What follows belongs to an exercise in optimizing a design on an open flow for small area, a short achievable clock period and few clock cycles; a production flow would make more cautious choices. Only simulation tests tie the RTL to the original design; equivalence was not proved. Power and IR drop assume default switching activity.

==> flow/design.v <==
package cpu_pkg;
    localparam int data_w    = 8;
    localparam int instr_w   = 16;
    localparam int reg_count = 16;
    localparam int op_lsb  = 12;
    localparam int rd_lsb  = 8;
    localparam int rs1_lsb = 4;
    localparam int rs2_lsb = 0;
    typedef logic [3:0]        reg_addr_t;
    typedef logic [data_w-1:0] data_t;
    typedef enum logic [3:0] {
        op_nop  = 4'd0,
        op_add  = 4'd1,
        op_sub  = 4'd2,
        op_and  = 4'd3,
        op_or   = 4'd4,
        op_xor  = 4'd5,
        op_shl  = 4'd6,
        op_shr  = 4'd7,
        op_ldi  = 4'd8,
        op_mul  = 4'd9,
        op_in   = 4'd10,
        op_out  = 4'd11,
        op_halt = 4'd15
    } opcode_t;
    typedef enum logic {
        unit_alu,
        unit_mul
    } unit_t;
endpackage
module mult_unit (
    input  logic [7:0] a,
    input  logic [7:0] b,
    output logic [7:0] r0,
    output logic [7:0] r1,
    output logic [7:0] r2
);
    logic pp0_0, pp0_1, pp1_0, pp0_2, pp1_1, pp2_0, pp0_3, pp1_2, pp2_1, pp3_0, pp0_4, pp1_3, pp2_2, pp3_1, pp4_0, pp0_5, pp1_4, pp2_3, pp3_2, pp4_1, pp5_0, pp0_6, pp1_5, pp2_4, pp3_3, pp4_2, pp5_1, pp6_0, pp0_7, pp1_6, pp2_5, pp3_4, pp4_3, pp5_2, pp6_1, pp7_0;
    logic hs1, hc2, fs3, fc4, hs5, hc6, hs7, hc8, fs9, fc10, hs11, hc12, fs13, fc14, fs15, fc16, fs17, fc18, fs19, fc20, hs21, hc22, fs23, fc24, fs25, fc26, fs27, fc28, fs29, fc30;
    assign pp0_0 = a[0] & b[0];
    assign pp0_1 = a[0] & b[1];
    assign pp1_0 = a[1] & b[0];
    assign pp0_2 = a[0] & b[2];
    assign pp1_1 = a[1] & b[1];
    assign pp2_0 = a[2] & b[0];
    assign pp0_3 = a[0] & b[3];
    assign pp1_2 = a[1] & b[2];
    assign pp2_1 = a[2] & b[1];
    assign pp3_0 = a[3] & b[0];
    assign pp0_4 = a[0] & b[4];
    assign pp1_3 = a[1] & b[3];
    assign pp2_2 = a[2] & b[2];
    assign pp3_1 = a[3] & b[1];
    assign pp4_0 = a[4] & b[0];
    assign pp0_5 = a[0] & b[5];
    assign pp1_4 = a[1] & b[4];
    assign pp2_3 = a[2] & b[3];
    assign pp3_2 = a[3] & b[2];
    assign pp4_1 = a[4] & b[1];
    assign pp5_0 = a[5] & b[0];
    assign pp0_6 = a[0] & b[6];
    assign pp1_5 = a[1] & b[5];
    assign pp2_4 = a[2] & b[4];
    assign pp3_3 = a[3] & b[3];
    assign pp4_2 = a[4] & b[2];
    assign pp5_1 = a[5] & b[1];
    assign pp6_0 = a[6] & b[0];
    assign pp0_7 = a[0] & b[7];
    assign pp1_6 = a[1] & b[6];
    assign pp2_5 = a[2] & b[5];
    assign pp3_4 = a[3] & b[4];
    assign pp4_3 = a[4] & b[3];
    assign pp5_2 = a[5] & b[2];
    assign pp6_1 = a[6] & b[1];
    assign pp7_0 = a[7] & b[0];
    assign hs1 = pp0_6 ^ pp1_5;
    assign hc2 = pp0_6 & pp1_5;
    assign fs3 = pp0_7 ^ pp1_6 ^ pp2_5;
    assign fc4 = (pp0_7 & pp1_6) | (pp0_7 & pp2_5) | (pp1_6 & pp2_5);
    assign hs5 = pp3_4 ^ pp4_3;
    assign hc6 = pp3_4 & pp4_3;
    assign hs7 = pp0_4 ^ pp1_3;
    assign hc8 = pp0_4 & pp1_3;
    assign fs9 = pp0_5 ^ pp1_4 ^ pp2_3;
    assign fc10 = (pp0_5 & pp1_4) | (pp0_5 & pp2_3) | (pp1_4 & pp2_3);
    assign hs11 = pp3_2 ^ pp4_1;
    assign hc12 = pp3_2 & pp4_1;
    assign fs13 = hs1 ^ pp2_4 ^ pp3_3;
    assign fc14 = (hs1 & pp2_4) | (hs1 & pp3_3) | (pp2_4 & pp3_3);
    assign fs15 = pp4_2 ^ pp5_1 ^ pp6_0;
    assign fc16 = (pp4_2 & pp5_1) | (pp4_2 & pp6_0) | (pp5_1 & pp6_0);
    assign fs17 = hc2 ^ fs3 ^ hs5;
    assign fc18 = (hc2 & fs3) | (hc2 & hs5) | (fs3 & hs5);
    assign fs19 = pp5_2 ^ pp6_1 ^ pp7_0;
    assign fc20 = (pp5_2 & pp6_1) | (pp5_2 & pp7_0) | (pp6_1 & pp7_0);
    assign hs21 = pp0_3 ^ pp1_2;
    assign hc22 = pp0_3 & pp1_2;
    assign fs23 = hs7 ^ pp2_2 ^ pp3_1;
    assign fc24 = (hs7 & pp2_2) | (hs7 & pp3_1) | (pp2_2 & pp3_1);
    assign fs25 = hc8 ^ fs9 ^ hs11;
    assign fc26 = (hc8 & fs9) | (hc8 & hs11) | (fs9 & hs11);
    assign fs27 = fc10 ^ hc12 ^ fs13;
    assign fc28 = (fc10 & hc12) | (fc10 & fs13) | (hc12 & fs13);
    assign fs29 = fc14 ^ fc16 ^ fs17;
    assign fc30 = (fc14 & fc16) | (fc14 & fs17) | (fc16 & fs17);
    assign r0[0] = pp0_0;
    assign r1[0] = 1'b0;
    assign r2[0] = 1'b0;
    assign r0[1] = pp0_1;
    assign r1[1] = pp1_0;
    assign r2[1] = 1'b0;
    assign r0[2] = pp0_2;
    assign r1[2] = pp1_1;
    assign r2[2] = pp2_0;
    assign r0[3] = hs21;
    assign r1[3] = pp2_1;
    assign r2[3] = pp3_0;
    assign r0[4] = hc22;
    assign r1[4] = fs23;
    assign r2[4] = pp4_0;
    assign r0[5] = fc24;
    assign r1[5] = fs25;
    assign r2[5] = pp5_0;
    assign r0[6] = fc26;
    assign r1[6] = fs27;
    assign r2[6] = fs15;
    assign r0[7] = fc28;
    assign r1[7] = fs29;
    assign r2[7] = fs19;
endmodule
module cpu #(
    parameter int rob_depth = 8
) (
    input  logic                        clk,
    input  logic                        rst,
    input  logic [cpu_pkg::instr_w-1:0] instr,
    input  logic                        instr_valid,
    input  logic [15:0]                 sw,
    output logic                        stall,
    output cpu_pkg::data_t              led,
    output logic                        retire_valid,
    output cpu_pkg::reg_addr_t          retire_rd,
    output cpu_pkg::data_t              retire_value,
    output logic                        retire_write
);
    logic [3:0] op;
    logic       accept, halted;
    logic       uses1, uses2;
    assign op    = instr[15:12];
    assign uses2 = ((op != 4'd0) && (op <= 4'd7)) || (op == 4'd9);
    assign uses1 = uses2 || (op == 4'd11);
    cpu_pkg::data_t regs [cpu_pkg::reg_count];
    logic           d_valid, d_wait, d_write, d_mul;
    logic [3:0]     d_op, d_rd, d_rs1, d_rs2;
    logic           d_go;
    logic           f1_x1, f1_x2, f2_x1, f2_x2, f1_r, f2_r;
    logic           x1_valid, x1_write, x1_out, x1_mul;
    logic [3:0]     x1_rd;
    logic           x1_add, x1_sub, x1_and, x1_or, x1_xor, x1_shl, x1_shr, x1_ldi, x1_pass;
    cpu_pkg::data_t sum, dif;
    cpu_pkg::data_t x1_a, x1_b;
    cpu_pkg::data_t x1_ma, x1_mb;    
    cpu_pkg::data_t next_a, next_b, other_a, other_b;
    logic           fwd_a, fwd_b;
    cpu_pkg::data_t alu, mul_r0, mul_r1, mul_r2;
    logic           x2_valid, x2_write, x2_out;
    logic [3:0]     x2_rd;
    cpu_pkg::data_t x2_s, x2_c, x2_e, csa_s, csa_c, result;
    logic           r_valid, r_write, r_out;
    logic [3:0]     r_rd;
    cpu_pkg::data_t r_value;
    assign stall  = halted || d_wait;
    assign accept = instr_valid && !stall && !rst;
    assign d_go   = d_valid && !d_wait;
    always_ff @(posedge clk) begin
        if (rst) begin
            halted   <= 1'b0;
            d_valid  <= 1'b0;
            d_wait   <= 1'b0;
            x1_valid <= 1'b0;
            x2_valid <= 1'b0;
            r_valid  <= 1'b0;
            led      <= 8'd0;
        end else begin
            if (accept && (op == 4'd15)) halted <= 1'b1;
            if (!d_wait) d_valid <= accept;
            d_wait   <= accept && d_valid && d_mul &&
                        ((uses1 && (d_rd == instr[7:4])) || (uses2 && (d_rd == instr[3:0])));
            x1_valid <= d_go;
            x2_valid <= x1_valid;
            r_valid  <= x2_valid;
            if (r_valid && r_out) led <= r_value;
        end
    end
    always_ff @(posedge clk) begin
        if (!d_wait) begin
            d_op    <= op;
            d_rd    <= instr[11:8];
            d_rs1   <= instr[7:4];
            d_rs2   <= instr[3:0];
            d_write <= (op != 4'd0) && (op <= 4'd10);
            d_mul   <= (op == 4'd9);
        end
    end
    assign f1_x1 = x1_valid && x1_write && (x1_rd == d_rs1);
    assign f2_x1 = x1_valid && x1_write && (x1_rd == d_rs2);
    assign f1_x2 = x2_valid && x2_write && (x2_rd == d_rs1);
    assign f2_x2 = x2_valid && x2_write && (x2_rd == d_rs2);
    assign f1_r  = r_valid && r_write && (r_rd == d_rs1);
    assign f2_r  = r_valid && r_write && (r_rd == d_rs2);
    always_comb begin
        if (d_op == 4'd10)  other_a = sw[7:0];
        else if (f1_x2)     other_a = result;
        else if (f1_r)      other_a = r_value;
        else                other_a = regs[d_rs1];
        if (d_op == 4'd8)   other_b = {d_rs1, d_rs2};
        else if (f2_x2)     other_b = result;
        else if (f2_r)      other_b = r_value;
        else                other_b = regs[d_rs2];
    end
    assign fwd_a = f1_x1 && (d_op != 4'd10);
    assign fwd_b = f2_x1 && (d_op != 4'd8);
    function automatic cpu_pkg::data_t pick(input logic f, input cpu_pkg::data_t other);
        pick = ({8{f && x1_add}}  & sum) |
               ({8{f && x1_sub}}  & dif) |
               ({8{f && x1_and}}  & (x1_a & x1_b)) |
               ({8{f && x1_or}}   & (x1_a | x1_b)) |
               ({8{f && x1_xor}}  & (x1_a ^ x1_b)) |
               ({8{f && x1_shl}}  & (x1_a << x1_b[2:0])) |
               ({8{f && x1_shr}}  & (x1_a >> x1_b[2:0])) |
               ({8{f && x1_ldi}}  & x1_b) |
               ({8{f && x1_pass}} & x1_a) |
               ({8{!f}}           & other);
    endfunction
    assign next_a = pick(fwd_a, other_a);
    assign next_b = pick(fwd_b, other_b);
    always_ff @(posedge clk) begin
        x1_add   <= (d_op == 4'd1);
        x1_sub   <= (d_op == 4'd2);
        x1_and   <= (d_op == 4'd3);
        x1_or    <= (d_op == 4'd4);
        x1_xor   <= (d_op == 4'd5);
        x1_shl   <= (d_op == 4'd6);
        x1_shr   <= (d_op == 4'd7);
        x1_ldi   <= (d_op == 4'd8);
        x1_pass  <= (d_op == 4'd0) || (d_op >= 4'd10);
        x1_rd    <= d_rd;
        x1_write <= d_write;
        x1_out   <= (d_op == 4'd11);
        x1_mul   <= d_mul;
        x1_a     <= next_a;
        x1_b     <= next_b;
        x1_ma    <= next_a;
        x1_mb    <= next_b;
    end
    assign sum = x1_a + x1_b;
    assign dif = x1_a - x1_b;
    assign alu = ({8{x1_add}}  & sum) |
                 ({8{x1_sub}}  & dif) |
                 ({8{x1_and}}  & (x1_a & x1_b)) |
                 ({8{x1_or}}   & (x1_a | x1_b)) |
                 ({8{x1_xor}}  & (x1_a ^ x1_b)) |
                 ({8{x1_shl}}  & (x1_a << x1_b[2:0])) |
                 ({8{x1_shr}}  & (x1_a >> x1_b[2:0])) |
                 ({8{x1_ldi}}  & x1_b) |
                 ({8{x1_pass}} & x1_a);
    mult_unit mul_inst (.a(x1_ma), .b(x1_mb), .r0(mul_r0), .r1(mul_r1), .r2(mul_r2));
    always_ff @(posedge clk) begin
        x2_s     <= x1_mul ? mul_r0 : alu;
        x2_c     <= x1_mul ? mul_r1 : 8'd0;
        x2_e     <= x1_mul ? mul_r2 : 8'd0;
        x2_rd    <= x1_rd;
        x2_write <= x1_write;
        x2_out   <= x1_out;
    end
    assign csa_s  = x2_s ^ x2_c ^ x2_e;
    assign csa_c  = {(x2_s[6:0] & x2_c[6:0]) | (x2_s[6:0] & x2_e[6:0]) | (x2_c[6:0] & x2_e[6:0]), 1'b0};
    assign result = csa_s + csa_c;
    always_ff @(posedge clk) begin
        for (int i = 0; i < cpu_pkg::reg_count; i++) begin
            if (rst || (r_valid && r_write && (r_rd == 4'(i)))) begin
                regs[i] <= rst ? 8'd0 : r_value;
            end
        end
    end
    always_ff @(posedge clk) begin
        r_value <= result;
        r_rd    <= x2_rd;
        r_write <= x2_write;
        r_out   <= x2_out;
    end
    assign retire_valid = r_valid;
    assign retire_rd    = r_rd;
    assign retire_value = r_value;
    assign retire_write = r_write;
endmodule
clock: 5.5 ns
lec_check: 0
abc_area: 1
cap_margin: 20
core_margin: 2
core_utilization: 40
setup_slack_margin: 3.0
slew_margin: 20
run.sh (not shown) runs the stock make flow with config.mk's settings and CLKGATE_MAP_FILE= SYNTH_SCRIPT=/design/flow/synth_recipe.tcl, a recipe that flattens the netlist after the stock synthesis.
Testbench counts at the start, summed over its fixed seeds: cycles 4,663.
==> next run, changes <==
--- a/flow/design.v
+++ b/flow/design.v
@@ -153,15 +153,14 @@
     logic           d_valid, d_wait, d_write, d_mul;
     logic [3:0]     d_op, d_rd, d_rs1, d_rs2;
     logic           d_go;
-    logic           f1_x1, f1_x2, f2_x1, f2_x2, f1_r, f2_r;
+    logic           f1_x1, f1_x2, f2_x1, f2_x2;
     logic           x1_valid, x1_write, x1_out, x1_mul;
     logic [3:0]     x1_rd;
     logic           x1_add, x1_sub, x1_and, x1_or, x1_xor, x1_shl, x1_shr, x1_ldi, x1_pass;
     cpu_pkg::data_t sum, dif;
     cpu_pkg::data_t x1_a, x1_b;
     cpu_pkg::data_t x1_ma, x1_mb;    
-    cpu_pkg::data_t next_a, next_b, other_a, other_b;
-    logic           fwd_a, fwd_b;
+    cpu_pkg::data_t next_a, next_b;
     cpu_pkg::data_t alu, mul_r0, mul_r1, mul_r2;
     logic           x2_valid, x2_write, x2_out;
     logic [3:0]     x2_rd;
@@ -206,34 +205,16 @@
     assign f2_x1 = x1_valid && x1_write && (x1_rd == d_rs2);
     assign f1_x2 = x2_valid && x2_write && (x2_rd == d_rs1);
     assign f2_x2 = x2_valid && x2_write && (x2_rd == d_rs2);
-    assign f1_r  = r_valid && r_write && (r_rd == d_rs1);
-    assign f2_r  = r_valid && r_write && (r_rd == d_rs2);
     always_comb begin
-        if (d_op == 4'd10)  other_a = sw[7:0];
-        else if (f1_x2)     other_a = result;
-        else if (f1_r)      other_a = r_value;
-        else                other_a = regs[d_rs1];
-        if (d_op == 4'd8)   other_b = {d_rs1, d_rs2};
-        else if (f2_x2)     other_b = result;
-        else if (f2_r)      other_b = r_value;
-        else                other_b = regs[d_rs2];
-    end
-    assign fwd_a = f1_x1 && (d_op != 4'd10);
-    assign fwd_b = f2_x1 && (d_op != 4'd8);
-    function automatic cpu_pkg::data_t pick(input logic f, input cpu_pkg::data_t other);
-        pick = ({8{f && x1_add}}  & sum) |
-               ({8{f && x1_sub}}  & dif) |
-               ({8{f && x1_and}}  & (x1_a & x1_b)) |
-               ({8{f && x1_or}}   & (x1_a | x1_b)) |
-               ({8{f && x1_xor}}  & (x1_a ^ x1_b)) |
-               ({8{f && x1_shl}}  & (x1_a << x1_b[2:0])) |
-               ({8{f && x1_shr}}  & (x1_a >> x1_b[2:0])) |
-               ({8{f && x1_ldi}}  & x1_b) |
-               ({8{f && x1_pass}} & x1_a) |
-               ({8{!f}}           & other);
-    endfunction
-    assign next_a = pick(fwd_a, other_a);
-    assign next_b = pick(fwd_b, other_b);
+        if (d_op == 4'd10)  next_a = sw[7:0];
+        else if (f1_x1)     next_a = alu;
+        else if (f1_x2)     next_a = result;
+        else                next_a = regs[d_rs1];
+        if (d_op == 4'd8)   next_b = {d_rs1, d_rs2};
+        else if (f2_x1)     next_b = alu;
+        else if (f2_x2)     next_b = result;
+        else                next_b = regs[d_rs2];
+    end
     always_ff @(posedge clk) begin
         x1_add   <= (d_op == 4'd1);
         x1_sub   <= (d_op == 4'd2);
@@ -278,8 +259,8 @@
     assign result = csa_s + csa_c;
     always_ff @(posedge clk) begin
         for (int i = 0; i < cpu_pkg::reg_count; i++) begin
-            if (rst || (r_valid && r_write && (r_rd == 4'(i)))) begin
-                regs[i] <= rst ? 8'd0 : r_value;
+            if (rst || (x2_valid && x2_write && (x2_rd == 4'(i)))) begin
+                regs[i] <= rst ? 8'd0 : result;
             end
         end
     end
=> The changed run completed without violations. Routed wire length goes up by 5.6%. Design area drops by 0.45%. Total power hardly moves. Global-route usage climbs by 1.0 points. Die area goes down by 1.1%.
Testbench counts after the change, summed over its fixed seeds: cycles 4,663.

[what the ideal ports hide]
In the flow no input, the clock included, has a driving cell. The finished layouts below were timed again as built, in two steps. Step 1 (the two cells are an assumption about what drives the block):
set clk [get_ports {clk}]
set_driving_cell -lib_cell sky130_fd_sc_hd__clkbuf_16 $clk
set_driving_cell -lib_cell sky130_fd_sc_hd__buf_2 [delete_from_list [all_inputs] $clk]
Step 2 also shifts input and output timing later by t, the mid clock arrival at the registers, as if the neighbouring blocks saw the same clock. Three values: ideal, step 1, step 2; two values: the first two.
run	t, ns	slack for setup (ns)	hold WS [ns]	worst register clock-pin slew, ns
the first run	0.601	3.131 / 3.081 / 2.817	0.327 / 0.327 / 0.327	0.07 / 0.07
the second run	0.589	3.041 / 3.041 / 2.797	0.325 / 0.325 / 0.325	0.07 / 0.07
After both steps every run listed still meets setup and hold. For the first run, which loses most, drivers alone change the setup slack by -0.050 ns; drivers and shift together by -0.314 ns.
